Context: an optimization exercise on an open-source flow, tuned for small area, a short achievable clock period and few clock cycles per item. The choices shown serve that exercise and are no tape-out recipe. No functional check of the RTL was part of any run shown here. Power and IR drop assume default switching activity.

==> design.v <==
package cag_pkg;
  localparam int unsigned LINE_W    = 64;
  localparam int unsigned CNT_REG_W = 13;
  localparam int unsigned LEN_REG_W = 7;
  localparam int unsigned NUM_W     = 12;
  localparam int unsigned ADDR_W    = 3;
  localparam int unsigned DATA_W    = 32;
  localparam int unsigned MIN_LINES = 6;
  localparam int unsigned MAX_LINES = 4096;
  localparam int unsigned MIN_LEN   = 6;
endpackage
module cag_cell (
  input  logic [2:0] col_s_i,    
  input  logic [2:0] col_c_i,    
  output logic       maj_o
);
  logic k_ge2, k_all, k_any;
  assign k_ge2 = (col_c_i[0] & col_c_i[1]) | (col_c_i[0] & col_c_i[2]) | (col_c_i[1] & col_c_i[2]);
  assign k_all = &col_c_i;
  assign k_any = |col_c_i;
  assign maj_o = (k_ge2 & (|col_s_i)) | k_all | (k_any & (&col_s_i));
endmodule
module cag_row (
  input  logic [cag_pkg::LINE_W-1:0] above_i,
  input  logic [cag_pkg::LINE_W-1:0] cur_i,
  input  logic [cag_pkg::LINE_W-1:0] below_i,
  output logic [cag_pkg::LINE_W-1:0] maj_o
);
  logic [cag_pkg::LINE_W-1:0] col_s, col_c;
  for (genvar y = 0; y < cag_pkg::LINE_W; y++) begin : g_col
    assign {col_c[y], col_s[y]} = 2'(above_i[y]) + 2'(cur_i[y]) + 2'(below_i[y]);
  end
  for (genvar y = 0; y < cag_pkg::LINE_W; y++) begin : g_lane
    if (y >= 3 && y <= cag_pkg::LINE_W - 3) begin : g_cell
      cag_cell u_cell (
        .col_s_i (col_s[y+1:y-1]),
        .col_c_i (col_c[y+1:y-1]),
        .maj_o   (maj_o[y])
      );
    end else begin : g_none
      assign maj_o[y] = 1'b0;
    end
  end
endmodule
module cave_automaton_generation_unit (
  input  logic                          clk_i,
  input  logic                          rst_ni,
  input  logic                          psel,
  input  logic                          penable,
  input  logic                          pwrite,
  input  logic [cag_pkg::ADDR_W-1:0]    paddr,
  input  logic [cag_pkg::DATA_W-1:0]    pwdata,
  output logic [cag_pkg::DATA_W-1:0]    prdata,
  output logic                          pready,
  input  logic                          in_valid_i,
  output logic                          in_ready_o,
  input  logic [cag_pkg::LINE_W-1:0]    line_cells_i,
  output logic                          out_valid_o,
  input  logic                          out_ready_i,
  output logic [cag_pkg::LINE_W-1:0]    new_line_cells_o,
  output logic [cag_pkg::NUM_W-1:0]     line_number_o,
  output logic                          run_last_o,
  output logic                          grid_done_o
);
  localparam int unsigned W  = cag_pkg::LINE_W;
  localparam int unsigned CW = cag_pkg::CNT_REG_W;
  localparam int unsigned LW = cag_pkg::LEN_REG_W;
  localparam int unsigned NW = cag_pkg::NUM_W;
  logic [CW-1:0] line_count_q;
  logic [LW-1:0] line_length_q;
  logic [CW-1:0] rdata_q;
  logic [W-1:0]  a_q, b_q;
  logic          b_pend_q;       
  logic [NW-1:0] rem_q;          
  logic [W-1:0]  p_cells_q;
  logic          p_last_q, p_done_q;
  logic          rdy_q;          
  logic [W-1:0]  out_cells_q;
  logic [NW-1:0] out_num_q;
  logic          out_last_q, out_done_q, out_valid_q;
  assign pready = 1'b1;
  always_ff @(posedge clk_i or negedge rst_ni) begin
    if (!rst_ni) begin
      line_count_q  <= CW'(64);
      line_length_q <= LW'(64);
    end else if (psel && penable && pwrite) begin
      if (paddr[2]) line_length_q <= pwdata[LW-1:0];
      else          line_count_q  <= pwdata[CW-1:0];
    end
  end
  always_ff @(posedge clk_i) begin
    rdata_q <= paddr[2] ? CW'(line_length_q) : line_count_q;
  end
  assign prdata = cag_pkg::DATA_W'(rdata_q);
  logic [NW-1:0] last_row;
  logic [LW-1:0] len_eff;
  logic [W-1:0]  len_mask, col_in;
  always_comb begin
    if (line_count_q < CW'(cag_pkg::MIN_LINES))      last_row = NW'(cag_pkg::MIN_LINES - 1);
    else if (line_count_q > CW'(cag_pkg::MAX_LINES)) last_row = NW'(cag_pkg::MAX_LINES - 1);
    else                                             last_row = NW'(line_count_q - CW'(1));
    if (line_length_q < LW'(cag_pkg::MIN_LEN))       len_eff = LW'(cag_pkg::MIN_LEN);
    else if (line_length_q > LW'(W))                 len_eff = LW'(W);
    else                                             len_eff = line_length_q;
    for (int y = 0; y < W; y++) begin
      len_mask[y] = (LW'(y) < len_eff);
      col_in[y]   = (y >= 3) && (LW'(y + 3) <= len_eff);
    end
  end
  logic [W-1:0] maj, beat_cells;
  logic         row_in, beat_last, beat_done;
  cag_row u_row (
    .above_i (a_q),
    .cur_i   (b_q),
    .below_i (line_cells_i),
    .maj_o   (maj)
  );
  assign row_in    = !out_done_q && (out_num_q >= NW'(2)) && (rem_q >= NW'(2));
  assign beat_last = (rem_q != NW'(1));
  assign beat_done = (rem_q == '0);
  always_comb begin
    for (int y = 0; y < W; y++)
      beat_cells[y] = (row_in && col_in[y]) ? maj[y] : (b_q[y] && len_mask[y]);
  end
  logic in_fire, flush, emit, out_free, to_out, to_skid, skid_out, out_load;
  assign in_fire  = in_valid_i && rdy_q;
  assign flush    = rdy_q && !in_valid_i && b_pend_q && beat_done;
  assign emit     = (in_fire && b_pend_q) || flush;
  assign out_free = !out_valid_q || out_ready_i;
  assign to_out   = emit && out_free;
  assign to_skid  = emit && !out_free;
  assign skid_out = !rdy_q && out_ready_i;
  assign out_load = to_out || skid_out;
  always_ff @(posedge clk_i or negedge rst_ni) begin
    if (!rst_ni) begin
      b_pend_q    <= 1'b0;
      rem_q       <= '0;
      rdy_q       <= 1'b1;
      out_valid_q <= 1'b0;
      out_done_q  <= 1'b1;
    end else begin
      if (in_fire) begin
        b_pend_q <= 1'b1;
        rem_q    <= (!b_pend_q || beat_done) ? last_row : rem_q - NW'(1);
      end else if (flush) begin
        b_pend_q <= 1'b0;
      end
      if (!rdy_q) rdy_q <= out_ready_i;
      else        rdy_q <= !to_skid;
      if (out_load)         out_valid_q <= 1'b1;
      else if (out_ready_i) out_valid_q <= 1'b0;
      if (out_load)         out_done_q  <= rdy_q ? beat_done : p_done_q;
    end
  end
  always_ff @(posedge clk_i) begin
    if (in_fire) begin
      a_q <= b_q;
      b_q <= line_cells_i;
    end
    if (rdy_q) begin
      p_cells_q <= beat_cells;
      p_last_q  <= beat_last;
      p_done_q  <= beat_done;
    end
    if (out_load) begin
      out_cells_q <= rdy_q ? beat_cells : p_cells_q;
      out_last_q  <= rdy_q ? beat_last : p_last_q;
      out_num_q   <= out_done_q ? '0 : out_num_q + NW'(1);
    end
  end
  assign in_ready_o       = rdy_q;
  assign out_valid_o      = out_valid_q;
  assign new_line_cells_o = out_cells_q;
  assign line_number_o    = out_num_q;
  assign run_last_o       = out_last_q;
  assign grid_done_o      = out_done_q;
endmodule
==> run.sh <==
#!/bin/bash
# synth_recipe.tcl (not shown) runs the flow's synth.tcl, then flattens the netlist and writes it again
# the make line also repeats each setting of config.mk as NAME=value (left out here)
make -C /OpenROAD-flow-scripts/flow DESIGN_CONFIG=/design/flow/config.mk WORK_HOME=/design/flow/orfs CLKGATE_MAP_FILE= SYNTH_SCRIPT=/design/flow/synth_recipe.tcl finish
==> config.mk <==
export PLATFORM = sky130hd
export DESIGN_NAME = cave_automaton_generation_unit
export DESIGN_NICKNAME = cave_automaton_generation_unit
export VERILOG_FILES = /design/flow/design.v
export SDC_FILE = /design/flow/constraint.sdc
export NUM_CORES = 4
export LEC_CHECK = 0
export CAP_MARGIN = 20
export CORE_MARGIN = 2
export CORE_UTILIZATION = 40
export PLACE_DENSITY = 0.6
export SETUP_SLACK_MARGIN = 4.0
export SLEW_MARGIN = 20
==> constraint.sdc <==
create_clock -name core_clock -period 6.5 [get_ports {clk_i}]
set_input_delay 1.3000 -clock core_clock [delete_from_list [all_inputs] [get_ports {clk_i}]]
set_output_delay 1.3000 -clock core_clock [all_outputs]
set_load 0.01 [all_outputs]
==> metrics list, run 1 <==
- The run finished with no timing, DRC or antenna violations.
- Clock period minus final worst setup slack: ~2.7 ns
- Area of placed instances: ~20000 um2
- Crit path DAT: approximately 3.0 ns
- Leading cell types by total area after synthesis: edfxtp_1, dfxtp_1, fa_1
- In the synthesized netlist the async set-or-reset flop fraction comes to a little under an eighth.
- Across all layers, the routed design uses around 15000 vias.
- Dividing the detail-routed via count by the number of cells gives approximately 5.7.
- The worst register-to-register path begins at out_num_q[1]$_SDFFCE_PP0P_.
* Worst IR Drop VDD: around 0.00019 V
- Clock-pin slew was measured on the worst setup and hold paths at approximately 0.06 ns.
* Congestion Overflow GR: 0
* TritonCTS clock tree: yes
- A synthesized cell averages a little over 10 um2.
- Across all hold checks on the routed design, the worst slack comes to between 0.4 and 0.5 ns.
* Clock skew after layout: just over 0.02 ns
* Number of antenna violations at the first check in global routing: 2
- Cell internal power was estimated by the tool at 5.285 mW.
- Headroom to the max-slew limit: 33.13%
* Final Hold Vio Count: 0
- For this run, the number of Yosys warnings is 1.
- Area of the die: between 40000 and 50000 um2
- Switching share of power: 33.90%
- Global-route wire length before repair: just over 80000 um
- The largest total area in the synthesized netlist belongs to edfxtp_1.
- In this run the tool buffered the top-level ports with between 150 and 200 buffer cells.
- Dividing the final minimum period by the clock period gives around 40%.
- The region available for standard cell placement spans 43080 um2.
* Worst-case hold path end point: a_q[38]$_DFFE_PP_
- In the routed design, unresolved DRC markers number 0.
- After synthesis, the largest area contributor takes up 34.73% of total cell area.
* R2R depth: 9
- Summed instance area of the synthesized netlist: about 17000 um2
* Static Leak: between 9 and 10 nW
* Data required time at the worst endpoint: 6.86 ns
- Initial drt markers: roughly 1100
- Number of cells produced by synthesis: about 1700
- Based on the critical path, the design can be clocked at up to 373.2 MHz.
* Setup crit end kind: register
- The H-tree was split into 2 levels.
- Final Instance Area: roughly 24000 um2
* Reported net switching power: approximately 2.7 mW
- Layout overhead on the synthesized area: 37.72%
- Buffers inserted during clock tree synthesis total 39.
- The most used flip-flop cell after synthesis is edfxtp_1.
* Final-layout setup total negative slack: 0 ns
- Counting flops and latches in the post-synthesis netlist gives between 300 and 400.
- Cell Chain, Critical Path: buf_8 > clkinv_8 > fa_2 > or4_1 > o211ai_1 > nand4_1 > o211ai_1
- HP Class: register to register
- Top cells by count, synth: edfxtp_1, nand2_1, o21ai_0
- In this run the remaining antenna-violating nets after routing total 0.
- Buffers from clock root to sink, at most: 3
* Slew at the pin closest to its max-slew limit: around 0.99 ns
- The later pin in the worst-skew pair is clocked with a latency of between 0.5 and 0.6 ns.
* Starting Density: between 40% and 50%
- Part of the power in the clock network: about 30%
- In the final routed layout, each cell accounts on average for around 21 um.
- Drt pass-1 iters: 5
- Sequential fraction of the synthesis area: between 40% and 50%
- Detailed Route WL: 55260 um
- The worst setup path is launched from an input pin.
- In this run, flip-flops and latches consume between 30 and 40% of the power.
* Proportion of power drawn by combinational gates: between 30% and 40%
- The congestion estimate from routability-driven global placement came to 0.8610.
* Count of standard-cell rows: 76
- Critical Path Most Common Cell: o211ai_1
- Among all cell types in the netlist, the one instantiated most often is edfxtp_1.
- PD cells: 332.4 nW/um2
- Final layout net count: between 2000 and 2500
* Total setup violations reported at the end of the flow: 0
- Start point of the worst min-delay path: b_q[38]$_DFFE_PP_
* Die Y: approximately 210 um
* Largest stage delay on the critical path: around 0.52 ns
- The critical path is of the input pin to register type.
- The via count of the first global-routing pass is ~14000.
* CTS Sinks: 317
- Slowest cell on the critical path: or4_1
- R2R Path End: out_cells_q[61]$_DFFE_PP_
* R2R setup slack: 3.99 ns
- Dpl hpwl: 33310 um
* Number of hold buffers added after cts: 0
- Max-slew violations: 0
- Global routing consumed, over all layers together, 23.24% of the routing resources.
- Cells fill about 56% of the core in the end.
- Fraction of layout cells with a size suffix above 1: about 36%
- Fill cells in the final layout number 3674.
* Unrepaired setup endpoints after global routing: yes
- In this run the horizontal extent of the chip is roughly 210 um.
* Num ports: approximately 220
- Entering global routing, the biggest net connects 68 pins.
* # Max-Cap Violations: 0
* Number of instances on the worst hold path: 0
- Netlist cell types: 85
- Biggest fanout along the worst timing path: 6
- Cell at the root of the clock tree: clkbuf_16
- In this run, synthesis inferred approximately 200 flip-flops with an integrated enable.
[final cells by class]
| type | instances | area [um2] | share of cell area, % |
|---|---|---|---|
| diodes | 3 | 7.507 | 0.03121 |
| well taps | 585 | 732.0 | 3.043 |
| flip-flops and latches | 317 | 8573 | 35.64 |
| clock inverters | 23 | 285.3 | 1.186 |
| repair buffers | 374 | 3490 | 14.51 |
| inverters | 127 | 633.1 | 2.632 |
| clock buffers | 49 | 1075 | 4.469 |
| repair inverters | 1 | 16.27 | 0.06763 |
| multi-input cells | 1145 | 9240 | 38.42 |
[cells by family after synthesis]
kind of cell             Yosys count  synth area share, %
AO/OA/AOI/OAI                    503                19.44
XOR/XNOR                          17               0.8525
adder cells (fa/ha/maj)           79                8.110
buffers and inverters            258                6.039
flip-flops                       317                48.98
multiplexers                      42                2.637
other                              2              0.04300
AND/OR/NAND/NOR                  484                13.91
[sequential cells by signal, summed over array words and instances, names as in the netlist]
signal,count
out_last_q,1
out_num_q,12
p_last_q,1
line_count_q,13
b_q,64
a_q,61
rdata_q,13
rem_q,12
p_cells_q,64
out_valid_q,1
rdy_q,1
line_length_q,7
b_pend_q,1
p_done_q,1
out_done_q,1
out_cells_q,64
[worst max-delay path, delay by kind of cell]
family / cells / cell delay, ns
adders and majority gates: 1 / 0.51
buffers and inverters: 2 / 0.14
and+or+nand+nor: 2 / 0.67
AOI/OAI and AO/OA: 2 / 0.42
[per-layer routing]
| layer | GRT usage, % | part of all wire (%) | wire, um | vias up |
|---|---|---|---|---|
| li1 | - | - | - | 6909 |
| met1 | 31.04 | 43 | 23840 | 7481 |
| met2 | 37.10 | 47 | 25960 | 511 |
| met3 | 4.868 | 7.2 | 3986 | 91 |
| met4 | 8.946 | 2.7 | 1473 | 0 |
| met5 | 0 | 0 | 0 | - |
[how the worst max path moves through the flow]
stage | start | endpoint | slack (ns)
6_report | line_cells_i[60] | out_cells_q[59]$_DFFE_PP_ | 3.82
5_1_grt | line_cells_i[16] | out_cells_q[17]$_DFFE_PP_ | 3.80
4_1_cts | line_cells_i[60] | out_cells_q[59]$_DFFE_PP_ | 3.86
3_5_place_dp | rem_q[0]$_DFFE_PN0P_ | out_cells_q[53]$_DFFE_PP_ | 2.56
3_3_place_gp | rem_q[0]$_DFFE_PN0P_ | out_cells_q[21]$_DFFE_PP_ | 2.55
2_1_floorplan | in_valid_i | out_cells_q[0]$_DFFE_PP_ | 3.36
[cell usage in the layout (no fill, tap or decap), drive strengths merged, types with 34 or more instances in the layout]
cell	netlist	routed
a21oi	109	109
buf	32	282
clkbuf	99	65
clkdlybuf4s15	0	41
dfxtp	79	79
edfxtp	202	202
fa	61	61
inv	126	130
nand2	137	137
nand3	61	61
nor2	104	104
o211ai	34	34
o21ai	130	130
[repair_timing]
item                                    in CTS  in global routing
buffers inserted                           132                 44
gates resized for setup                    664                188
endpoints found under the setup margin     315                248
pin swaps                                  185                166
cloned                                       1                  7
[per-stage QoR]
| stage | setup slack, ns | std cells | power, mW |
|---|---|---|---|
| 5_1_grt | 3.800 | 2621 | 8.381 |
| 2_1_floorplan | 3.362 | 1720 | 4.350 |
| 3_5_place_dp | 2.559 | 2365 | 5.109 |
| 3_3_place_gp | 2.550 | 2365 | 5.061 |
| 6_report | 3.820 | 2624 | 7.995 |
| 4_1_cts | 3.860 | 2570 | 7.744 |
[power by group through the flow]
stage               logic, mW  clock network, mW  registers, mW
floorplan                1.49                  0           2.86
global placement         2.16                  0           2.90
detailed placement       2.21                  0           2.90
CTS                      2.52               2.37           2.85
global route             3.03               2.46           2.89
finish                   2.82               2.33           2.85
==> run 2: changes to the inputs <==
--- a/config.mk
+++ b/config.mk
@@ -11,3 +11,3 @@
 export PLACE_DENSITY = 0.6
-export SETUP_SLACK_MARGIN = 4.0
+export SETUP_SLACK_MARGIN = 3.0
 export SLEW_MARGIN = 20
==> run 2 against run 1 <==
- critical path type unchanged
- die area stayed put
- hold slack lost 0.0013 ns
- maximum frequency decreased by 21%
- final cell count fell by 7.2%
- sequential share of layout area grew 5.3 points
- global-route usage fell by 1.7 points
- critical endpoint is now out_cells_q[21]$_DFFE_PP_
- wire length down 11%
- clock power is 8.6% lower
- largest cell class is now flip-flops and latches
- synthesized area did not move
- still clean
- count of clock-buffer cells in the layout increased by 7
==> metrics list, run 2 <==
- Result of the run: complete, no violations
* Final Hold Vio Count: 0 (unchanged)
* Leading cell types by total area after synthesis: edfxtp_1, dfxtp_1, fa_1
- Fill cells: 3912 (+6.5%)
- The number of clock sinks was 317 (unchanged).
* Maximum number of pins on one net before global-route repair: 76 (+12%)
- The post-DP HPWL is 33810 um (+1.5%).
* Slowest cell on the critical path: fa_1
- CTS clock-pin slew for the worst setup and hold paths: 0.07 ns (about the same)
- Buffers from clock root to sink, at most: 3 (unchanged)
* Setup crit end kind: register
- The worst clock skew on the final layout came to 0.01632 ns (-0.004192 ns).
- In this run the most critical hold path is launched from b_q[37]$_DFFE_PP_.
- Die Y: 213.0 um (unchanged)
- Detailed-routed wire length on met3: 3153 um (-21%)
* Most common cell in the netlist: edfxtp_1
- The leftover overflow at the end of global routing is 0 (unchanged).
* Met1 wire length: 21530 um (-9.7%)
- Worst IR Drop VDD: 0.0002336 V (+23%)
- The net switching fraction of the power came to 32.97% (-0.93 points).
* Final period utilization: 52.23% (+11 points)
- The synthesis-stage register bit count was 317 (unchanged).
* Max-slew violations: 0 (unchanged)
* PD cells: 339.8 nW/um2 (+2.2%)
* CP top delay family: compound AO/OA/AOI/OAI gates
- Fmax: 294.5 MHz (-21%)
- Core area: 43080 um2 (unchanged)
- Total setup violations reported at the end of the flow: 0 (unchanged)
- In this run the critical register-to-register path is captured at out_cells_q[9]$_DFFE_PP_.
- Mean cell area of the mapped netlist: 10.26 um2 (unchanged)
- Clock period minus final worst setup slack: 3.395 ns (+0.7154 ns)
- Number of antenna violations at the first check in global routing: 2 (unchanged)
- Crit path DAT: 3.82 ns (+0.78 ns)
- The starting density of the core came to 40.54% (unchanged).
- The worst path setup slack after routing was 3.105 ns (-0.7154 ns).
* Share of the synthesized area in the top cell type: 34.73% (unchanged)
- R2R setup slack: 3.16 ns (-0.83 ns)
* Data required time at the worst endpoint: 6.92 ns (+0.06 ns)
* Area of the die: 45350 um2 (unchanged)
- Area of placed instances: 19590 um2 (-3.0%)
- Place WS: 2.509 ns (-0.04927 ns)
- The count of nets left with antenna violations after detail routing was 0 (unchanged).
* # Max-Cap Violations: 0 (unchanged)
* Proportion of register bits with asynchronous set or reset after synthesis: 11.36% (unchanged)
- Headroom to the max-slew limit: 32.77% (-0.36 points)
- The setup path with the least slack is of type input pin to register.
- The worst stage delay on the critical path is 0.78 ns (+0.26 ns).
- Relative to the synthesized area, the layout overhead comes to 19.56%.
- The leakage power figure was 7.754 nW (-17%).
* Overall die width: 213.0 um (unchanged)
- The routed wire length was 49070 um (-11%).
* Share of total power in sequential cells: 40.4% (+4.8 points)
- The proportion of layout cells with a drive suffix above 1 was 7.027% (-29 points).
- The length in cells of the worst reg-to-reg path was 5 (-4).
- DR WL/cell: 20.14 um (-4.3%)
- Clock network latency to the later pin of the worst-skew pair: 0.56 ns (about the same)
- The number of nets in the finished design came to 1994 (-8.4%).
* Final Instance Area: 20880 um2 (-13%)
- The count of different cell masters after synthesis was 85 (unchanged).
- The root buffer cell chosen for the clock tree is clkbuf_16.
- The summed instance area of the synthesized netlist came to 17460 um2 (unchanged).
* Vias in the first global route: 13400 (-6.7%)
- Top flop regs: b_q x64, out_cells_q x64, p_cells_q x64
- The gate count after technology mapping was 1702 (unchanged).
* CTS H-Tree Depth: 2 (unchanged)
* Sequential fraction of the synthesis area: 48.98% (unchanged)
- DR DRC count: 0 (unchanged)
- Worst-case hold path end point: a_q[37]$_DFFE_PP_
- The design internal power is 4.756 mW (-10%).
- Unrepaired setup endpoints after global routing: no
* Number of flops mapped to enable cells by yosys: 202 (unchanged)
- The count of TritonRoute iterations in the first routing pass was 8 (+3).
- Num ports: 219 (unchanged)
- Kind of start point of the critical path: input pin
- In the layout the commonest cells are edfxtp_1, clkdlybuf4s50_1, nand2_1.
- Number of instances on the worst hold path: 0 (unchanged)
- Worst path buffer plus inverter count: 1 (-1)
* Area leader, netlist: edfxtp_1
* Post-detailed-route via-to-cell ratio: 5.763 (+0.87%)
- Slew at the pin closest to its max-slew limit: 0.9979 ns (+0.005295 ns)
- The global placer's final weighted congestion was 0.8436 (-2.0%).
- The detailed route wirelength on metal2 is 22780 um (-12%).
* Count of buffers inserted at the top-level ports: 177 (unchanged)
- The maximum net fanout on the critical path was 8 (+2).
- Ranked by instance count, the synthesized netlist is headed by edfxtp_1, nand2_1, o21ai_0.
* Combined global-route utilization of all metal layers: 21.57% (-1.7 points)
- The worst register-to-register path begins at rdy_q$_DFF_PN1_.
- The number of clock buffers inserted by TritonCTS came to 38 (-2.6%).
- The number of design-rule violations left by the first detailed-router iteration is 1023 (-4.7%).
* Count of standard-cell rows: 76 (unchanged)
- The end-of-flow core utilization is 48.47% (-7.4 points).
* Most common cell after layout, fill and taps aside: edfxtp_1
- The final setup TNS was 0 ns (unchanged).
- The clock share of power was 30.0% (+0.8 points).
* TritonCTS clock tree: yes
- The share of power burned in combinational logic is 29.6% (-5.6 points).
- Yosys warning total: 1 (unchanged)
- In this run the worst hold path is classified as register to register.
- The net switching component of the power is 2.339 mW (-14%).
- Via count: 14040 (-6.4%)
* Highest metal used: met5
* Cell Chain, Critical Path: clkdlybuf4s50_1 > fa_1 > a21o_1 > o21ai_0 > a221o_1 > o31ai_1 > mux2_2
* Number of hold buffers added after cts: 0 (unchanged)
- Primary flip-flop cell chosen by synthesis mapping: edfxtp_1
- The global-route wire length before repair is 75570 um (-6.8%).
==> run 2: cell count changes in the layout (fill, tap and decap cells not counted), moves of 37 or more <==
cell             change
clkdlybuf4s15_1     -37
buf_4              -116
fa_2                -60
clkdlybuf4s50_1    +156
fa_1                +60
buf_2               -51
o21ai_0             +47
buf_6               -67
==> run 2: through the flow <==
| stage | std cells | hold slack [ns] | total power [mW] |
|---|---|---|---|
| after floorplan | 1720 | 0.4225 | 4.153 |
| after global placement | 2365 | 0.4336 | 4.920 |
| after detailed placement | 2365 | 0.4369 | 4.972 |
| after CTS | 2435 | 0.4502 | 7.137 |
| after global routing | 2435 | 0.4657 | 7.454 |
| final | 2436 | 0.4481 | 7.095 |
==> run 2: worst max path at each step <==
stage                          from                        end  depth (start not counted)
2_1_floorplan  rem_q[0]$_DFFE_PN0P_   out_cells_q[0]$_DFFE_PP_                          6
3_3_place_gp             in_valid_i          a_q[32]$_DFFE_PP_                          4
3_5_place_dp       line_cells_i[53]  out_cells_q[54]$_DFFE_PP_                          7
4_1_cts        rem_q[0]$_DFFE_PN0P_  out_cells_q[21]$_DFFE_PP_                          7
5_1_grt                  in_valid_i          b_q[39]$_DFFE_PP_                          4
6_report           line_cells_i[20]  out_cells_q[21]$_DFFE_PP_                          7
==> run 2: logic make-up (layout without fill, tap and decap cells) <==
group           count (synthesis)  after routing  synth area share (%)
mux                            42             42                 2.637
other cells                     2             21               0.04300
fa+ha+maj                      79             79                 8.110
flops                         317            317                 48.98
simple gates                  484            484                 13.91
xor+xnor                       17             17                0.8525
buf+inv                       258            388                 6.039
compound gates                503            503                 19.44
==> run 2: layer usage <==
| metal | vias to the layer above | global-route usage (%) |
|---|---|---|
| li1 | 6520 | - |
| met1 | 6916 | 29.00 |
| met2 | 493 | 34.22 |
| met3 | 106 | 4.295 |
| met4 | 4 | 8.681 |
| met5 | - | 0 |
==> run 2: area by class of cell <==
class / count / area [um2] / share of cell area, %
flip-flops and latches: 317 / 8557 / 40.98
well taps: 585 / 732.0 / 3.506
inverters: 127 / 483.0 / 2.313
repair buffers: 192 / 1908 / 9.138
clock buffers: 56 / 1122 / 5.375
clock inverters: 13 / 111.4 / 0.5333
diodes: 1 / 2.502 / 0.01198
multi-input cells: 1145 / 7964 / 38.14
==> run 2: timing repair <==
action                                  CTS  global route
gates resized for setup                   4             2
setup buffers                             1             0
endpoints found under the hold margin     0             0
endpoints found under the setup margin   53             3
gates cloned                              0             0
==> run 2: worst register-to-register path: stages (launching register included) <==
cell	delay (ns)
dfstp_4	0.88
clkinv_2	0.62
nor3_2	0.76
buf_4	0.33
or4b_1	0.46
o211ai_1	0.12
==> run 2: power groups by stage <==
stage | combinational (mW) | clock [mW] | sequential [mW]
after global routing | 2.30 | 2.25 | 2.91
final | 2.10 | 2.13 | 2.87
after detailed placement | 2.07 | 0 | 2.91
after global placement | 2.02 | 0 | 2.90
after floorplan | 1.29 | 0 | 2.86
after CTS | 2.09 | 2.18 | 2.87
==> run 3: changes to the inputs <==
--- a/design.v
+++ b/design.v
@@ -16,7 +16,6 @@
 );
-  logic k_ge2, k_all, k_any;
-  assign k_ge2 = (col_c_i[0] & col_c_i[1]) | (col_c_i[0] & col_c_i[2]) | (col_c_i[1] & col_c_i[2]);
-  assign k_all = &col_c_i;
-  assign k_any = |col_c_i;
-  assign maj_o = (k_ge2 & (|col_s_i)) | k_all | (k_any & (&col_s_i));
+  logic [3:0] total;
+  assign total = 4'(col_s_i[0]) + 4'(col_s_i[1]) + 4'(col_s_i[2])
+               + {3'(col_c_i[0]) + 3'(col_c_i[1]) + 3'(col_c_i[2]), 1'b0};
+  assign maj_o = (total >= 4'd5);
 endmodule
@@ -29,5 +28,4 @@
   logic [cag_pkg::LINE_W-1:0] col_s, col_c;
-  for (genvar y = 0; y < cag_pkg::LINE_W; y++) begin : g_col
-    assign {col_c[y], col_s[y]} = 2'(above_i[y]) + 2'(cur_i[y]) + 2'(below_i[y]);
-  end
+  assign col_s = above_i ^ cur_i ^ below_i;
+  assign col_c = (above_i & cur_i) | (above_i & below_i) | (cur_i & below_i);
   for (genvar y = 0; y < cag_pkg::LINE_W; y++) begin : g_lane
@@ -71,7 +69,6 @@
   logic [CW-1:0] rdata_q;
-  logic [W-1:0]  a_q, b_q;
+  logic [W-1:0]  a_q, b_q, c_q;
   logic          b_pend_q;       
+  logic          b_first_q;      
   logic [NW-1:0] rem_q;          
-  logic [W-1:0]  p_cells_q;
-  logic          p_last_q, p_done_q;
   logic          rdy_q;          
@@ -109,4 +106,6 @@
   end
-  logic [W-1:0] maj, beat_cells;
-  logic         row_in, beat_last, beat_done;
+  logic [W-1:0] new_line, maj;
+  logic         line_av, out_free, consume, flush, emit, row_in;
+  assign line_av  = !rdy_q || in_valid_i;
+  assign new_line = rdy_q ? line_cells_i : c_q;
   cag_row u_row (
@@ -114,21 +113,10 @@
     .cur_i   (b_q),
-    .below_i (line_cells_i),
+    .below_i (new_line),
     .maj_o   (maj)
   );
-  assign row_in    = !out_done_q && (out_num_q >= NW'(2)) && (rem_q >= NW'(2));
-  assign beat_last = (rem_q != NW'(1));
-  assign beat_done = (rem_q == '0);
-  always_comb begin
-    for (int y = 0; y < W; y++)
-      beat_cells[y] = (row_in && col_in[y]) ? maj[y] : (b_q[y] && len_mask[y]);
-  end
-  logic in_fire, flush, emit, out_free, to_out, to_skid, skid_out, out_load;
-  assign in_fire  = in_valid_i && rdy_q;
-  assign flush    = rdy_q && !in_valid_i && b_pend_q && beat_done;
-  assign emit     = (in_fire && b_pend_q) || flush;
+  assign row_in = !b_first_q && (out_num_q >= NW'(2)) && (rem_q >= NW'(2));
   assign out_free = !out_valid_q || out_ready_i;
-  assign to_out   = emit && out_free;
-  assign to_skid  = emit && !out_free;
-  assign skid_out = !rdy_q && out_ready_i;
-  assign out_load = to_out || skid_out;
+  assign consume  = line_av && (!b_pend_q || out_free);
+  assign flush    = b_pend_q && (rem_q == '0) && !line_av && out_free;
+  assign emit     = (consume && b_pend_q) || flush;
   always_ff @(posedge clk_i or negedge rst_ni) begin
@@ -136,2 +124,3 @@
       b_pend_q    <= 1'b0;
+      b_first_q   <= 1'b0;
       rem_q       <= '0;
@@ -139,7 +128,12 @@
       out_valid_q <= 1'b0;
-      out_done_q  <= 1'b1;
     end else begin
-      if (in_fire) begin
+      if (consume) begin
         b_pend_q <= 1'b1;
-        rem_q    <= (!b_pend_q || beat_done) ? last_row : rem_q - NW'(1);
+        if (!b_pend_q || rem_q == '0) begin
+          b_first_q <= 1'b1;
+          rem_q     <= last_row;
+        end else begin
+          b_first_q <= 1'b0;
+          rem_q     <= rem_q - NW'(1);
+        end
       end else if (flush) begin
@@ -147,7 +141,5 @@
       end
-      if (!rdy_q) rdy_q <= out_ready_i;
-      else        rdy_q <= !to_skid;
-      if (out_load)         out_valid_q <= 1'b1;
+      rdy_q <= rdy_q ? !(in_valid_i && !consume) : consume;
+      if (emit)             out_valid_q <= 1'b1;
       else if (out_ready_i) out_valid_q <= 1'b0;
-      if (out_load)         out_done_q  <= rdy_q ? beat_done : p_done_q;
     end
@@ -155,15 +147,13 @@
   always_ff @(posedge clk_i) begin
-    if (in_fire) begin
+    if (rdy_q) c_q <= line_cells_i;
+    if (consume) begin
       a_q <= b_q;
-      b_q <= line_cells_i;
+      b_q <= new_line;
     end
-    if (rdy_q) begin
-      p_cells_q <= beat_cells;
-      p_last_q  <= beat_last;
-      p_done_q  <= beat_done;
-    end
-    if (out_load) begin
-      out_cells_q <= rdy_q ? beat_cells : p_cells_q;
-      out_last_q  <= rdy_q ? beat_last : p_last_q;
-      out_num_q   <= out_done_q ? '0 : out_num_q + NW'(1);
+    if (emit) begin
+      for (int y = 0; y < W; y++)
+        out_cells_q[y] <= (row_in && col_in[y]) ? maj[y] : (b_q[y] && len_mask[y]);
+      out_num_q  <= b_first_q ? '0 : out_num_q + NW'(1);
+      out_last_q <= (rem_q != NW'(1));
+      out_done_q <= (rem_q == '0);
     end
--- a/config.mk
+++ b/config.mk
@@ -11,3 +11,2 @@
 export PLACE_DENSITY = 0.6
-export SETUP_SLACK_MARGIN = 3.0
 export SLEW_MARGIN = 20
==> run 3 against run 2 <==
- first-iteration DRC count shrank 24%
- register-to-register slack got worse by 1.1 ns
- final area is 19% higher
- critical path depth grew 4
- flip-flop and latch count is 1 lower
- final cell count is 12% higher
- die area is 21% higher
- synthesized cell count rose by 8.8%
- hold slack worse by 0.029 ns
- total power grew 32%
- clock skew shrank 0.0034 ns
==> metrics list, run 3 <==
- The run finished with no timing, DRC or antenna violations.
* Weighted congestion at the end of routability-driven global placement: 0.8323 (-1.3%)
- Crit path capture: out_cells_q[34]$_DFFE_PP_
- Maximum number of pins on one net before global-route repair: 84 (+11%)
* Die Y: 234.0 um (+9.9%)
- Number of instances on the worst hold path: 0 (unchanged)
- Count of standard-cell rows: 84 (+11%)
* Cell at the root of the clock tree: clkbuf_16
* # Max-Cap Violations: 0 (unchanged)
* Post-detailed-route via-to-cell ratio: 5.210 (-9.6%)
- Number of cells produced by synthesis: 1852 (+8.8%)
- Starting Density: 40.35% (-0.19 points)
- Proportion of power drawn by combinational gates: 47.6% (+18 points)
* Final Instance Area: 24840 um2 (+19%)
* Clock network latency to the later pin of the worst-skew pair: 0.56 ns (about the same)
- By instance count, the leading cell after synthesis is ha_1.
- The worst register-to-register path ends at out_cells_q[34]$_DFFE_PP_.
- The count of hold-fix buffers inserted at cts was 0 (unchanged).
- The count of warnings emitted by yosys came to 1 (unchanged).
- Start point of the worst min-delay path: b_q[0]$_DFFE_PP_
- Number of antenna violations at the first check in global routing: 2 (unchanged)
- PD cells: 376.1 nW/um2 (+11%)
- Proportion of register bits with asynchronous set or reset after synthesis: 11.39% (+0.036 points)
* Biggest fanout along the worst timing path: 47 (+39)
* DR WL/cell: 18.78 um (-6.8%)
- Most frequent cells in the layout: ha_1, edfxtp_1, inv_1
- Num ports: 219 (unchanged)
* Mean cell area of the mapped netlist: 11.43 um2 (+11%)
- Leaving out fill and tap cells, the most frequent cell in the layout is ha_1.
- Core area: 52450 um2 (+22%)
- Setup crit end kind: register
- The setup fix buffers added after clock tree synthesis is 0 (-1).
- The synthesis-stage register bit count is 316 (-0.32%).
- Final Hold Vio Count: 0 (unchanged)
* Headroom to the max-slew limit: 27.01% (-5.8 points)
- Share of total power in sequential cells: 29.9% (-10 points)
- Sequential fraction of the synthesis area: 40.37% (-8.6 points)
* Area of the die: 54760 um2 (+21%)
- Total clock buffers created by CTS: 37 (-2.6%)
- The proportion of layout cells with a drive suffix above 1 was 9.849% (+2.8 points).
* Congestion Overflow GR: 0 (unchanged)
* Clock period minus final worst setup slack: 4.435 ns (+1.040 ns)
* Area leader, netlist: edfxtp_1
- The count of different cell masters after synthesis came to 64 (-25%).
- Data required time at the worst endpoint: 6.81 ns (-0.11 ns)
- Post-DRT Antenna Nets: 0 (unchanged)
* Place WS: 1.730 ns (-0.7791 ns)
- Total setup violations reported at the end of the flow: 0 (unchanged)
* Leading cell types by total area after synthesis: edfxtp_1, ha_1, fa_1
- The global-route wire length before repair is 81940 um (+8.4%).
* Final layout net count: 2491 (+25%)
* Post_cts resized: 0 (-4)
* Area of placed instances: 23620 um2 (+21%)
* Overall power: 9.344 mW (+32%)
* CTS Sinks: 316 (-0.32%)
- Drt pass-1 iters: 5 (-3)
- Static Leak: 9.966 nW (+29%)
- The data arrival time of the critical path is 4.75 ns (+0.93 ns).
- Fmax: 225.5 MHz (-23%)
- The worst path setup slack after routing is 2.065 ns (-1.040 ns).
- The die extent in x is 234.0 um (+9.9%).
- The design internal power came to 5.886 mW (+24%).
* Clock skew after layout: 0.01287 ns (-0.003443 ns)
* Share of the synthesized area in the top cell type: 28.81% (-5.9 points)
- Smallest hold slack: 0.4196 ns (-0.02855 ns)
- Setup repair after global routing left no endpoint under its margin.
* Reported net switching power: 3.457 mW (+48%)
- The register clock-pin slew on the reported worst setup and hold paths was 0.06 ns (about the same).
* Part of the power in the clock network: 22.4% (-7.6 points)
- The number of design-rule violations left by the first detailed-router iteration was 777 (-24%).
* R2R depth: 11 (+6)
- Detailed Route WL: 51470 um (+4.9%)
- In this run the worst setup path begins at rdy_q$_DFF_PN1_.
- The number of input and output port buffers inserted is 177 (unchanged).
* Primary flip-flop cell chosen by synthesis mapping: edfxtp_1
* Via count: 14280 (+1.7%)
- Dpl hpwl: 38160 um (+13%)
* Buffers from clock root to sink, at most: 3 (unchanged)
- The maximum vdd drop is 0.0002103 V (-10%).
* DR DRC count: 0 (unchanged)
* HP Class: register to register
- Top flop regs: b_q x64, c_q x64, out_cells_q x64
* Number of flops mapped to enable cells by yosys: 203 (+0.50%)
- Layout overhead on the synthesized area: 17.40%
- Vias in the first global route: 15090 (+13%)
- The commonest cells after synthesis are ha_1, edfxtp_1, inv_1.
- The final setup TNS is 0 ns (unchanged).
- The slack of the worst reg-to-reg path came to 2.07 ns (-1.09 ns).
- The net switching fraction of the power is 37.00% (+4.0 points).
* Worst reg2reg startpoint: rdy_q$_DFF_PN1_
* Summed instance area of the synthesized netlist: 21160 um2 (+21%)
* Critical Setup Path Class: register to register
* Max-slew violations: 0 (unchanged)
* TritonCTS clock tree: yes
- The global-route usage over all layers is 19.21% (-2.4 points).
- The period utilization came to 68.23% (+16 points).
- The worst setup path is launched from a register.
* Slew at the pin closest to its max-slew limit: 1.083 ns (+0.08553 ns)
- CTS H-Tree Depth: 2 (unchanged)
[run 3: cell count changes after synthesis, moves of 39 or more]
cell / previous run / this run
xnor2_1: 7 / 106
fa_1: 61 / 122
nand3_1: 61 / 22
ha_1: 6 / 240
a21oi_1: 109 / 169
o21ai_0: 129 / 55
inv_1: 125 / 193
nor2_1: 102 / 59
nand2_1: 137 / 74
clkbuf_1: 99 / 43
mux2_2: 32 / 94
[run 3: how the worst min path moves through the flow]
stage / to
floorplan: c_q[0]$_DFF_P_
global placement: out_cells_q[0]$_DFFE_PP_
detailed placement: out_cells_q[0]$_DFFE_PP_
CTS: out_cells_q[0]$_DFFE_PP_
global route: out_cells_q[0]$_DFFE_PP_
finish: out_cells_q[0]$_DFFE_PP_
[run 3: cell type report]
type / instances / area [um2]
multi-input cells: 1285 / 11600
inverters: 194 / 733.2
fillers: 4662 / 27600
clock buffers: 52 / 1065
flip-flops and latches: 316 / 8546
well taps: 688 / 860.8
diodes: 1 / 2.502
repair buffers: 189 / 1874
clock inverters: 15 / 158.9
[run 3: metal layers]
metal | GRT usage, % | share of wire [%] | up-vias
met3 | 4.548 | 5.6 | 108
met1 | 24.87 | 44 | 6988
met4 | 6.903 | 3.4 | 4
li1 | - | - | 6846
met5 | 0 | 0.051 | -
met2 | 31.38 | 47 | 329
[run 3: stage by stage]
step / util [%] / cells
5_1_grt: 47.37 / 2739
6_report: 47.37 / 2740
2_1_floorplan: - / 1870
3_5_place_dp: 45.03 / 2672
4_1_cts: 47.36 / 2739
3_3_place_gp: 45.03 / 2672
[run 3: critical path, cell delays in order (launching register included)]
cell and delay [ns]:
dfstp_4 1.09, buf_4 0.45, mux2_2 0.42, fa_1 0.53
ha_1 0.33, ha_1 0.16, inv_1 0.05, fa_1 0.48
nor2b_1 0.15, o22ai_1 0.10, and3_1 0.17, a31o_2 0.21
[run 3: cells by family after synthesis]
group | share of synthesized area (%)
other cells | 0.03549
flops | 40.37
mux | 5.333
simple gates | 7.704
fa+ha+maj | 25.73
xor+xnor | 5.587
buf+inv | 5.197
compound gates | 10.05
[run 3: power by group through the flow]
stage / sequential [mW] / combinational, mW / clock [mW]
floorplan: 2.83 / 3.11 / 0
global placement: 2.83 / 4.15 / 0
detailed placement: 2.84 / 4.44 / 0
CTS: 2.80 / 4.49 / 2.16
global route: 2.84 / 5.05 / 2.23
finish: 2.80 / 4.45 / 2.10
==> run 4: changes to the inputs <==
--- a/design.v
+++ b/design.v
@@ -16,6 +16,7 @@
 );
-  logic [3:0] total;
-  assign total = 4'(col_s_i[0]) + 4'(col_s_i[1]) + 4'(col_s_i[2])
-               + {3'(col_c_i[0]) + 3'(col_c_i[1]) + 3'(col_c_i[2]), 1'b0};
-  assign maj_o = (total >= 4'd5);
+  logic k_ge2, k_all, k_any;
+  assign k_ge2 = (col_c_i[0] & col_c_i[1]) | (col_c_i[0] & col_c_i[2]) | (col_c_i[1] & col_c_i[2]);
+  assign k_all = &col_c_i;
+  assign k_any = |col_c_i;
+  assign maj_o = (k_ge2 & (|col_s_i)) | k_all | (k_any & (&col_s_i));
 endmodule
--- a/config.mk
+++ b/config.mk
@@ -11,2 +11,3 @@
 export PLACE_DENSITY = 0.6
+export SETUP_SLACK_MARGIN = 4.2
 export SLEW_MARGIN = 20
==> run 4 against run 3 <==
- maximum frequency grew 48%
- clock power grew 3%
- count of clock-buffer cells in the layout grew 2
- total power shrank 13%
- critical path depth shrank 2
- hold slack gained 0.0030 ns
- die area shrank 15%
- synthesized area shrank 16%
- register-to-register slack gained 1.4 ns
- sequential power shrank 3%
- largest cell class unchanged
==> metrics list, run 4 <==
- Number of antenna violations at the first check in global routing: 5 (+3)
* Final Hold Vio Count: 0 (unchanged)
* Area of the die: 46280 um2 (-15%)
- Synthesized-area fraction occupied by xor and xnor cells: 0.7860% (-4.8 points)
- Final layout net count: 2290 (-8.1%)
* Post-DRT Antenna Nets: 0 (unchanged)
- Most common cell in the netlist: inv_1
- Weighted congestion at the end of routability-driven global placement: 0.8274 (-0.59%)
* Smallest hold slack: 0.4225 ns (+0.002978 ns)
* Proportion of power drawn by combinational gates: 39.8% (-7.8 points)
* CTS clock-pin slew for the worst setup and hold paths: 0.06 ns (about the same)
- Post-detailed-route via-to-cell ratio: 5.484 (+5.3%)
- The CTS H-tree depth was 2 (unchanged).
* Biggest fanout along the worst timing path: 7 (-85%)
- The clock share of power is 26.7% (+4.3 points).
* Most frequent cells in the layout: inv_1, edfxtp_1, buf_4
* Dominant combinational cell family by area after synthesis: compound AO/OA/AOI/OAI gates
- The run finished with no timing, DRC or antenna violations.
* Detailed Route WL: 54380 um (+5.7%)
- Most common cell after layout, fill and taps aside: inv_1
- The design internal power came to 5.364 mW (-8.9%).
* Via count: 15040 (+5.3%)
* Switching share of power: 33.87% (-3.1 points)
* Count of buffers inserted at the top-level ports: 177 (unchanged)
- CTS Sinks: 316 (unchanged)
- The number of design-rule violations left by the first detailed-router iteration is 1064 (+37%).
- DR WL/cell: 19.83 um (+5.6%)
* Compound-cell area share of the yosys netlist: 18.00% (+8.0 points)
- Number of cells produced by synthesis: 1748 (-5.6%)
- The tightest min-delay check is of the register to register type.
- Dpl hpwl: 31920 um (-16%)
* Sequential fraction of the synthesis area: 47.91% (+7.5 points)
* Num ports: 219 (unchanged)
* Critical Setup Path Class: register to register
* Final-layout setup total negative slack: 0 ns (unchanged)
- DR DRC count: 0 (unchanged)
- Largest stage delay on the critical path: 0.63 ns (-0.46 ns)
- The count of warnings emitted by yosys came to 1 (unchanged).
- Core area: 44120 um2 (-16%)
- The die span in y is 215.1 um (-8.1%).
- Synth Area in Simple Gates: 10.33% (+2.6 points)
- Cell Count Post-Placement: 2408 (-9.9%)
* Crit path DAT: 3.37 ns (-1.38 ns)
* Worst path buffer plus inverter count: 2 (unchanged)
- Total setup violations reported at the end of the flow: 0 (unchanged)
- The mean post-synth cell area is 10.20 um2 (-11%).
- The global-route usage over all layers came to 22.08% (+2.9 points).
- Leading cell types by total area after synthesis: edfxtp_1, dfxtp_1, fa_1
- The maximum operating frequency came to 333.1 MHz (+48%).
- Maximum number of pins on one net before global-route repair: 67 (-20%)
- The worst clock skew on the final layout was 0.01687 ns (+0.003997 ns).
- Worst IR Drop VDD: 0.0002369 V (+13%)
- Util after Layout: 56.73% (+9.4 points)
- The count of TritonRoute iterations in the first routing pass was 5 (unchanged).
- Kind of start point of the critical path: register
- Register bit total from synthesis: 316 (unchanged)
- The total chip power was 8.111 mW (-13%).
- Share of total power in sequential cells: 33.4% (+3.5 points)
* Multiplexer share of the synthesized area: 6.582% (+1.2 points)
* Proportion of register bits with asynchronous set or reset after synthesis: 11.39% (unchanged)
- Fraction of layout cells with a size suffix above 1: 34.02% (+24 points)
* Unrepaired setup endpoints after global routing: yes
* Clock network latency to the later pin of the worst-skew pair: 0.55 ns (about the same)
- The leftover overflow at the end of global routing is 0 (unchanged).
- Buffers from clock root to sink, at most: 3 (unchanged)
* Vias in the first global route: 14170 (-6.1%)
- Summed over all instances, the cell type with the most area after synthesis is edfxtp_1.
* Min setup slack post-route: 3.498 ns (+1.433 ns)
- Post-Synth Adder-Cell Area: 8.000% (-18 points)
- TritonCTS built the clock tree.
* Primary flip-flop cell chosen by synthesis mapping: edfxtp_1
* Starting Density: 40.41% (+0.057 points)
- Max-slew violations: 0 (unchanged)
* PD cells: 324.0 nW/um2 (-14%)
- The number of clock buffers inserted by TritonCTS is 37 (unchanged).
* Overall die width: 215.1 um (-8.1%)
- Headroom to the max-slew limit: 38.50% (+11 points)
* Setup crit end kind: register
- The post-layout instance area came to 25030 um2 (+0.76%).
- Top flop regs: b_q x64, c_q x64, out_cells_q x64
- The placement-stage worst setup slack is 2.615 ns (+0.8844 ns).
- Traced cell by cell, the critical path runs through buf_12 > buf_16 > mux2i_4 > fa_2 > or2_4 > maj3_2 > a21o_1 > a2111o_1 > o31ai_2.
- Static Leak: 10.26 nW (+3.0%)
- The period utilization is 46.18% (-22 points).
* Slew at the pin closest to its max-slew limit: 0.9226 ns (-0.1608 ns)
* Netlist cell types: 81 (+27%)
* Global-route wire length before repair: 79900 um (-2.5%)
* Number of flops mapped to enable cells by yosys: 203 (unchanged)
- Reported net switching power: 2.747 mW (-21%)
- Number of hold buffers added after cts: 0 (unchanged)
* Top cells by count, synth: inv_1, edfxtp_1, nand2_1
* Cell at the root of the clock tree: clkbuf_16
* Share of the synthesized area in the top cell type: 34.19% (+5.4 points)
- CP top delay family: adder cells
* Layout overhead on the synthesized area: 40.39%
- Data required time at the worst endpoint: 6.87 ns (+0.06 ns)
- Slowest cell on the critical path: dfstp_4
* Count of standard-cell rows: 77 (-8.3%)
- Post-layout instance count excluding filler cells: 2742 (+0.073%)
- Clock period minus final worst setup slack: 3.002 ns (-1.433 ns)
* # Max-Cap Violations: 0 (unchanged)
* Summed instance area of the synthesized netlist: 17830 um2 (-16%)
- The placed cell area came to 20760 um2 (-12%).
## run 4: changes by cell type in the layout (fill, tap and decap cells not counted), moves of 48 or more
cell / delta
a21oi_1: -81
buf_2: +81
buf_4: +157
buf_6: +65
clkdlybuf4s50_1: -139
fa_1: -121
fa_2: +60
ha_1: -235
mux2_2: -64
mux2i_4: +57
nand2_1: +48
o211ai_1: +49
xnor2_1: -101
## run 4: final timing paths
kind                                       start                     endpoint  slack [ns]  depth (start not counted)
worst max register to register   rdy_q$_DFF_PN1_    out_cells_q[43]$_DFFE_PP_        3.50                          9
min in group asynchronous                 rst_ni         b_pend_q$_DFFE_PN0P_        1.18                          2
worst min register to register  b_q[1]$_DFFE_PP_     out_cells_q[1]$_DFFE_PP_        0.42                          0
max in group asynchronous                 rst_ni  line_count_q[6]$_DFFE_PN1P_        4.96                          2
worst max-delay path             rdy_q$_DFF_PN1_    out_cells_q[43]$_DFFE_PP_        3.50                          9
worst min-delay path            b_q[1]$_DFFE_PP_     out_cells_q[1]$_DFFE_PP_        0.42                          0
## run 4: kinds of logic after synthesis
logic type	Yosys count
other	2
adder cells (fa/ha/maj)	80
AND/OR/NAND/NOR	380
AO/OA/AOI/OAI	480
flip-flops	316
buffers and inverters	361
XOR/XNOR	16
multiplexers	113
## run 4: worst reg2reg max path, cell delays in order, from the launching register on
cell and delay (ns):
dfstp_4 0.63, buf_12 0.16, buf_16 0.17, mux2i_4 0.26, fa_2 0.47, or2_4 0.26
maj3_2 0.28, a21o_1 0.16, a2111o_1 0.36, o31ai_2 0.07
## run 4: metal layers
layer	GRT usage, %	share of wire, %	up-vias
met5	0	0.048	-
met4	8.253	2.9	4
met3	4.558	6.3	106
li1	-	-	7026
met1	28.84	42	7401
met2	36.24	49	501
## run 4: repair_timing
action / CTS / global route
resized for setup: 603 / 132
gates cloned: 15 / 3
pin swaps: 88 / 92
setup buffers: 156 / 88
setup endpoints to repair: 415 / 315
## run 4: final cells by class
| type | count | area (um2) |
|---|---|---|
| Antenna cell | 4 | 10.01 |
| Clock buffer | 54 | 1125 |
| Clock inverter | 14 | 158.9 |
| Fill cell | 3769 | 19090 |
| Inverter | 218 | 847.1 |
| Multi-Input combinational cell | 1091 | 9299 |
| Sequential cell | 316 | 8562 |
| Tap cell | 592 | 740.7 |
| Timing Repair Buffer | 449 | 4215 |
| Timing Repair inverter | 4 | 73.82 |
## run 4: power by group through the flow
stage / Clock (mW) / Combinational [mW] / Sequential (mW)
after floorplan: 0 / 1.80 / 2.75
after global placement: 0 / 2.41 / 2.75
after detailed placement: 0 / 2.48 / 2.76
after CTS: 2.22 / 2.88 / 2.71
after global routing: 2.29 / 3.49 / 2.74
final: 2.17 / 3.23 / 2.71
==> run 5: changes to the inputs <==
--- a/config.mk
+++ b/config.mk
@@ -11,3 +11,3 @@
 export PLACE_DENSITY = 0.6
-export SETUP_SLACK_MARGIN = 4.2
+export SETUP_SLACK_MARGIN = 3.5
 export SLEW_MARGIN = 20
==> run 5 against run 4 <==
- still clean
- combinational power decreased by 13%
- total power decreased by 6.4%
- critical path depth decreased by 1
- non-clock buffer count decreased by 131
- synthesized cell count unchanged
- die area unchanged
- critical endpoint is now out_cells_q[23]$_DFFE_PP_
==> metrics list, run 5 <==
* Storage cell area: 8546 um2 (-0.19%)
* Register bit total from synthesis: 316 (unchanged)
- Result of the run: complete, no violations
* Clock skew after layout: 0.01510 ns (-0.001776 ns)
* Proportion of power drawn by combinational gates: 37.0% (-2.8 points)
* Smallest hold slack: 0.4178 ns (-0.004776 ns)
- The area fraction in compound gates after synthesis is 18.00% (unchanged).
- The via count of the first global-routing pass is 13520 (-4.5%).
* Via count: 14180 (-5.7%)
- ANT cells: 0 (-4)
* PD cells: 325.5 nW/um2 (+0.45%)
- Global-route wire length before repair: 74720 um (-6.5%)
* Proportion of register bits with asynchronous set or reset after synthesis: 11.39% (unchanged)
- Multiplexer share of the synthesized area: 6.582% (unchanged)
- Post-detailed-route via-to-cell ratio: 5.448 (-0.67%)
- The count of endpoints failing hold in the final timing report is 0 (unchanged).
- The maximum net fanout on the critical path is 6 (-1).
* DR DRC count: 0 (unchanged)
- # Max-Cap Violations: 0 (unchanged)
- Number of flops mapped to enable cells by yosys: 203 (unchanged)
- Number of cells produced by synthesis: 1748 (unchanged)
* Top flop regs: b_q x64, c_q x64, out_cells_q x64
- Clock network latency to the later pin of the worst-skew pair: 0.56 ns (about the same)
- Part of the power in the clock network: 27.0% (+0.3 points)
- Starting Density: 40.41% (unchanged)
- The post-DP HPWL was 30960 um (-3.0%).
- STA classifies the critical path endpoint as a register.
* Share of the synthesized area in the top cell type: 34.19% (unchanged)
- Dominant combinational cell family by area after synthesis: compound AO/OA/AOI/OAI gates
- The maximum clock path buffer count is 3 (unchanged).
- Count of standard-cell rows: 77 (unchanged)
- The data arrival time of the critical path was 3.52 ns (+0.15 ns).
* Reported net switching power: 2.571 mW (-6.4%)
- The summed instance area of the synthesized netlist came to 17830 um2 (unchanged).
- Sorting the synthesized cells by how often they occur yields inv_1, edfxtp_1, nand2_1.
* Synthesized-area fraction occupied by xor and xnor cells: 0.7860% (unchanged)
* Data required time at the worst endpoint: 6.88 ns (about the same)
- Unrepaired setup endpoints after global routing: yes
- The net switching fraction of the power came to 33.86% (about the same).
- Internal power of the cells: 5.021 mW (-6.4%)
* Primary flip-flop cell chosen by synthesis mapping: edfxtp_1
- The maximum vdd drop was 0.0001979 V (-16%).
* Number of hold buffers added after cts: 0 (unchanged)
- The multi-input gate area in the final layout is 8742 um2 (-6.0%).
- Most common cell after layout, fill and taps aside: inv_1
* Area leader, netlist: edfxtp_1
- Maximum number of pins on one net before global-route repair: 68 (+1.5%)
- Yosys warning total: 1 (unchanged)
- The CTS H-tree depth came to 2 (unchanged).
- Die Y: 215.1 um (unchanged)
* Slew at the pin closest to its max-slew limit: 0.8226 ns (-0.09999 ns)
- Fraction of layout cells with a size suffix above 1: 20.44% (-14 points)
- The worst setup path is of the input pin to register kind.
- The number of setup violations in the final report is 0 (unchanged).
- The minimum clock period after layout was 3.144 ns (+0.1416 ns).
- CTS Sinks: 316 (unchanged)
- The path class of the tightest hold or removal check is register to register.
- Drt pass-1 iters: 5 (unchanged)
- Combined global-route utilization of all metal layers: 20.30% (-1.8 points)
- Leading cell types by total area after synthesis: edfxtp_1, dfxtp_1, fa_1
- The count of final max-slew check failures came to 0 (unchanged).
- From synthesis to final layout, the design area changed by 30.82%.
- Most frequent cells in the layout: inv_1, edfxtp_1, clkdlybuf4s50_1
- Core area: 44120 um2 (unchanged)
- Share of total power in sequential cells: 36.0% (+2.6 points)
- Final layout net count: 2155 (-5.9%)
- The number of clock buffers inserted by TritonCTS was 37 (unchanged).
- Detailed Route WL: 48180 um (-11%)
- The die extent in x was 215.1 um (unchanged).
- The tightest slew margin relative to the limit is 45.10% (+6.6 points).
- The proportion of synthesized chip area in sequential cells came to 47.91% (unchanged).
- Most common cell in the netlist: inv_1
- TritonCTS built the clock tree.
- The leftover overflow at the end of global routing is 0 (unchanged).
- The mean post-synth cell area came to 10.20 um2 (unchanged).
* Kind of start point of the critical path: input pin
- The period utilization is 48.36% (+2.2 points).
* CTS clock-pin slew for the worst setup and hold paths: 0.06 ns (about the same)
* DR WL/cell: 18.51 um (-6.7%)
* Initial drt markers: 962 (-9.6%)
- The leakage power figure is 9.360 nW (-8.8%).
- Number of antenna violations at the first check in global routing: 0 (-5)
- The fraction of the mapped netlist area in adder cells is 8.000% (unchanged).
- Synth Area in Simple Gates: 10.33% (unchanged)
- Num ports: 219 (unchanged)
- Fmax: 318.1 MHz (-4.5%)
- The count of nets left with antenna violations after detail routing came to 0 (unchanged).
* Final-layout setup total negative slack: 0 ns (unchanged)
- Weighted congestion at the end of routability-driven global placement: 0.8309 (+0.42%)
- Count of buffers inserted at the top-level ports: 177 (unchanged)
- The number of fillers in the final layout was 3967 (+5.3%).
- Netlist cell types: 81 (unchanged)
* Area of the die: 46280 um2 (unchanged)
* Cell at the root of the clock tree: clkbuf_16
-- run 5: cell counts after synthesis --
Identical to the previous run, type by type.
-- run 5: final timing paths --
| check | start | endpoint | slack (ns) | depth (start not counted) |
|---|---|---|---|---|
| min in group asynchronous | rst_ni | b_pend_q$_DFFE_PN0P_ | 1.15 | 2 |
| worst max-delay path | line_cells_i[24] | out_cells_q[23]$_DFFE_PP_ | 3.36 | 8 |
| max in group asynchronous | rst_ni | line_length_q[6]$_DFFE_PN1P_ | 4.98 | 2 |
| worst min-delay path | b_q[0]$_DFFE_PP_ | out_cells_q[0]$_DFFE_PP_ | 0.42 | 0 |
| worst min register to register | b_q[0]$_DFFE_PP_ | out_cells_q[0]$_DFFE_PP_ | 0.42 | 0 |
| worst max register to register | rdy_q$_DFF_PN1_ | out_cells_q[33]$_DFFE_PP_ | 3.41 | 11 |
-- run 5: area by class of cell --
class	count	share of cell area (%)
Tap cell	592	3.176
Timing Repair Buffer	318	13.88
Inverter	218	3.621
Multi-Input combinational cell	1090	37.48
Timing Repair inverter	1	0.06973
Clock buffer	46	4.286
Clock inverter	22	0.8475
Sequential cell	316	36.64
-- run 5: power by group through the flow --
stage	clock, mW	sequential, mW	combinational (mW)
floorplan	0	2.74	1.63
global placement	0	2.77	2.27
detailed placement	0	2.78	2.34
CTS	2.11	2.73	2.57
global route	2.19	2.77	3.06
finish	2.05	2.73	2.81
-- run 5: metrics by stage --
step | instances | utilization, % | power, mW | setup WS, ns | area [um2]
4_1_cts | 2547 | 50.48 | 7.407 | 3.370 | 22280
5_1_grt | 2603 | 52.86 | 8.025 | 3.270 | 23320
2_1_floorplan | 1766 | - | 4.366 | 3.286 | 18330
3_5_place_dp | 2403 | 45.65 | 5.117 | 2.369 | 20140
3_3_place_gp | 2403 | 45.65 | 5.049 | 2.398 | 20140
6_report | 2603 | 52.86 | 7.592 | 3.356 | 23320
-- run 5: timing repair --
action                     4_1_cts  5_1_grt
setup endpoints to repair      122      115
setup buffers                   73       55
gates resized for setup         87      160
pin swaps                       35       96
gates cloned                     3        1
-- run 5: cell families after synthesis --
| logic type | Yosys count |
|---|---|
| AOI/OAI and AO/OA | 480 |
| and+or+nand+nor | 380 |
| buffers and inverters | 361 |
| DFF | 316 |
| muxes | 113 |
| adders and majority gates | 80 |
| xor gates and xnor gates | 16 |
| other | 2 |
-- run 5: worst max-delay path, cell delays in order --
cell and delay [ns]:
clkdlybuf4s50_1 0.45, mux2i_4 0.18, fa_2 0.52, o21a_1 0.21, o22ai_1 0.10, a221oi_1 0.10, or4_1 0.43, a22oi_2 0.23
-- run 5: per-layer routing --
metal,track usage (%),part of all wire [%],vias to the layer above
met4,8.184,3.2,0
met5,0,0,-
met3,4.076,5.7,90
li1,-,-,6728
met2,31.75,46,421
met1,27.67,45,6941

[what the ideal ports hide]
The results above use ideal ports. As a check the final layouts listed here were re-extracted and re-timed, cells and wires unchanged. Step 1, drivers: a clkbuf_16 drives clk_i and a buf_2 each remaining input, both assumed. Step 2 moves the port delays by t, midway between the first and last clock arrival at a register: inputs arrive t later, outputs are due t later. That takes back most of the time a late clock gives input paths. Three values: ideal, step 1, step 2; two values: the first two.
run | shift t [ns] | setup WS [ns] | worst setup path after step 2 | clock arrival spread, ns
run 1 | 0.618 | 3.820 / 3.823 / 3.205 | input to register | 0.024 / 0.024
run 2 | 0.610 | 3.105 / 3.084 / 2.525 | input to register | 0.017 / 0.018
run 3 | 0.609 | 2.065 / 2.065 / 1.726 | input to register | 0.015 / 0.015
run 4 | 0.600 | 3.498 / 3.498 / 2.937 | input to register | 0.020 / 0.020
run 5 | 0.615 | 3.356 / 3.393 / 2.778 | input to register | 0.015 / 0.016
After both steps setup and hold are still met in every run listed. For run 1, which loses most, drivers alone change the setup slack by +0.003 ns; drivers and shift together by -0.615 ns.
